Context: an optimization exercise on an open-source flow, tuned for small area, a short achievable clock period and few clock cycles per item. The choices shown serve that exercise and are no tape-out recipe. Only simulation tests tie the RTL to the original design; equivalence was not proved. No activity file was given, so power comes from the tool's default toggle rates.

==> flow/design.v (excerpt) <==
module muldiv_sequencer (
  input  logic        CLK,
  input  logic        RESET_N,
  input  logic        START,
  input  logic        ABORT,
  input  logic [2:0]  OP,
  input  logic [63:0] X,
  input  logic [63:0] Y,
  output logic        BUSY,
  output logic        DONE,
  output logic [63:0] RESULT
);
  localparam int K  = 8;           
  localparam int NM = 64 / K;      
  localparam int W  = 74;          
  logic        s_mul_q, s_mul_d;     
  logic        s_mfin_q, s_mfin_d;   
  logic        s_dneg_q, s_dneg_d;   
  logic        s_dsh_q, s_dsh_d;     
  logic        s_div_q, s_div_d;     
  logic        s_fix_q, s_fix_d;     
  logic        s_mcor_q, s_mcor_d;   
  logic [5:0]  cnt_q, cnt_d;
  logic [2:0]  op_q, op_d;
  logic [63:0] m_q, m_d;           
  logic [65:0] s_q, s_d;           
  logic [63:0] r_q, r_d;           
  logic [65:0] c_q, c_d;           
  logic [63:0] lo_q, lo_d;         
  logic [K-1:0] ls_q, ls_d;        
  logic [K-1:0] lc_q, lc_d;        
  logic        cy_q, cy_d;         
  logic [11:0] bo_q, bo_d;         
  logic        xs_q, xs_d;         
  logic        cor_q, cor_d;       
  logic        xneg_q, xneg_d;
  logic        yneg_q, yneg_d;
  logic        yz_q, yz_d;
  logic        nsel_q, nsel_d;     
  logic        msel_q, msel_d;     
  logic [5:0]  px_q, px_d;         
  logic [5:0]  py_q, py_d;         
  logic        busy_q, busy_d;
  logic        done_q, done_d;
  logic is_div, q_res, mulh, mulhsu, mul_lo;
  assign is_div = op_q[2];
  assign q_res  = ~op_q[1];                  
  assign mulh   = (op_q == 3'd1);
  ...
==> flow/config.mk <==
export PLATFORM = sky130hd
export DESIGN_NAME = muldiv_sequencer
export DESIGN_NICKNAME = muldiv_sequencer
export VERILOG_FILES = /design/flow/design.v
export SDC_FILE = /design/flow/constraint.sdc
export NUM_CORES = 4
export LEC_CHECK = 0
export CAP_MARGIN = 20
export CELL_PAD_IN_SITES_DETAIL_PLACEMENT = 1
export CELL_PAD_IN_SITES_GLOBAL_PLACEMENT = 2
export CORE_MARGIN = 2
export CORE_UTILIZATION = 30
export PLACE_DENSITY = 0.45
export SETUP_SLACK_MARGIN = 5.0
export SLEW_MARGIN = 20
export TNS_END_PERCENT = 10
==> flow/constraint.sdc <==
create_clock -name core_clock -period 8.0 [get_ports {CLK}]
set_input_delay 1.6000 -clock core_clock [delete_from_list [all_inputs] [get_ports {CLK}]]
set_output_delay 1.6000 -clock core_clock [all_outputs]
set_load 0.01 [all_outputs]
run.sh (not shown) runs the stock make flow with config.mk's settings and CLKGATE_MAP_FILE= SYNTH_SCRIPT=/design/flow/synth_recipe.tcl, a recipe that flattens the netlist after the stock synthesis.
Testbench counts at the start, summed over its fixed seeds: cycles 36,360, ops 3,200.
==> next run, changes <==
--- a/flow/config.mk
+++ b/flow/config.mk
@@ -14 +14 @@
-export SETUP_SLACK_MARGIN = 5.0
+export SETUP_SLACK_MARGIN = 3.9
@@ -16 +16 @@
-export TNS_END_PERCENT = 10
+export TNS_END_PERCENT = 5
Routed wire length decreases by 5.5%.
Total power fell by 9.9%.
Clock-buffer cell count climbs by 1.
Final area is lower by about 11%.
Worst hold slack gains 0.011 ns.
Synthesized area stays the same.
Clock power hardly moves.
Maximum frequency decreases by 12%.
==> next run, changes <==
--- a/flow/config.mk
+++ b/flow/config.mk
@@ -10 +10 @@
-export CELL_PAD_IN_SITES_GLOBAL_PLACEMENT = 2
+export CELL_PAD_IN_SITES_GLOBAL_PLACEMENT = 1
@@ -12,3 +12,3 @@
-export CORE_UTILIZATION = 30
-export PLACE_DENSITY = 0.45
-export SETUP_SLACK_MARGIN = 3.9
+export CORE_UTILIZATION = 35
+export PLACE_DENSITY = 0.55
+export SETUP_SLACK_MARGIN = 4.5
=> The new run completed without violations. Clock skew rose by 0.014 ns. Die area shrinks by 14%. Cell area came out higher by 3.1%. Core utilization went up by 7.4 points.
==> next run, changes <==
--- a/flow/config.mk
+++ b/flow/config.mk
@@ -10 +10 @@
-export CELL_PAD_IN_SITES_GLOBAL_PLACEMENT = 1
+export CELL_PAD_IN_SITES_GLOBAL_PLACEMENT = 2
@@ -12,3 +12,3 @@
-export CORE_UTILIZATION = 35
-export PLACE_DENSITY = 0.55
-export SETUP_SLACK_MARGIN = 4.5
+export CORE_UTILIZATION = 30
+export PLACE_DENSITY = 0.45
+export SETUP_SLACK_MARGIN = 4.2
The changed run produced a clean layout.
Via count falls by 1.4%.
Maximum frequency came out higher by 2.6%.
Clock-buffer cell count fell by 1.
Global-route usage is lower by 3.1 points.
Worst setup slack is better by 0.11 ns.
Wire length climbs by 4.1%.
Combinational power shrinks by about 2%.
Synthesized area is unchanged.
==> next run, changes <==
--- a/flow/config.mk
+++ b/flow/config.mk
@@ -14 +14 @@
-export SETUP_SLACK_MARGIN = 4.2
+export SETUP_SLACK_MARGIN = 4.5
Result: The changed run completed with no timing, DRC or antenna violations. Area after synthesis stays the same. Routed wire length grows by a few percent. Die area does not change. Fmax shrinks slightly.

==> what the ideal ports hide <==
How much do the figures lean on ideal ports? The routed layouts below were timed once more, with nothing changed but the port constraints. Step 1 assumes that a clkbuf_16 drives the clock port and a buf_2 every other input. Step 2 adds t to the input delays and takes it off the output delays; t is the mean of the earliest and latest rising clock arrival at the registers after step 1. Input paths then give back, and output paths get back, about the clock's delay inside the block. a / b / c = ideal / step 1 / step 2; a / b = the first two.
| run | shift t [ns] | setup WS [ns] | hold slack, ns | worst data-port slew with drivers (ns) |
|---|---|---|---|---|
| the first run | 0.778 | 3.959 / 3.959 / 3.941 | 0.517 / 0.517 / 0.517 | 0.07 |
| the second run | 0.790 | 3.391 / 3.391 / 2.949 | 0.529 / 0.529 / 0.529 | 0.06 |
| the third run | 0.760 | 3.787 / 3.835 / 3.082 | 0.532 / 0.532 / 0.532 | 0.06 |
| the fourth run | 0.794 | 3.894 / 3.895 / 3.169 | 0.511 / 0.511 / 0.511 | 0.06 |
| the fifth run | 0.780 | 3.864 / 3.915 / 3.147 | 0.523 / 0.523 / 0.523 | 0.05 |
After both steps setup and hold are still met in every run listed. For the fourth run, which loses most, drivers alone change the setup slack by +0.001 ns; drivers and shift together by -0.725 ns.
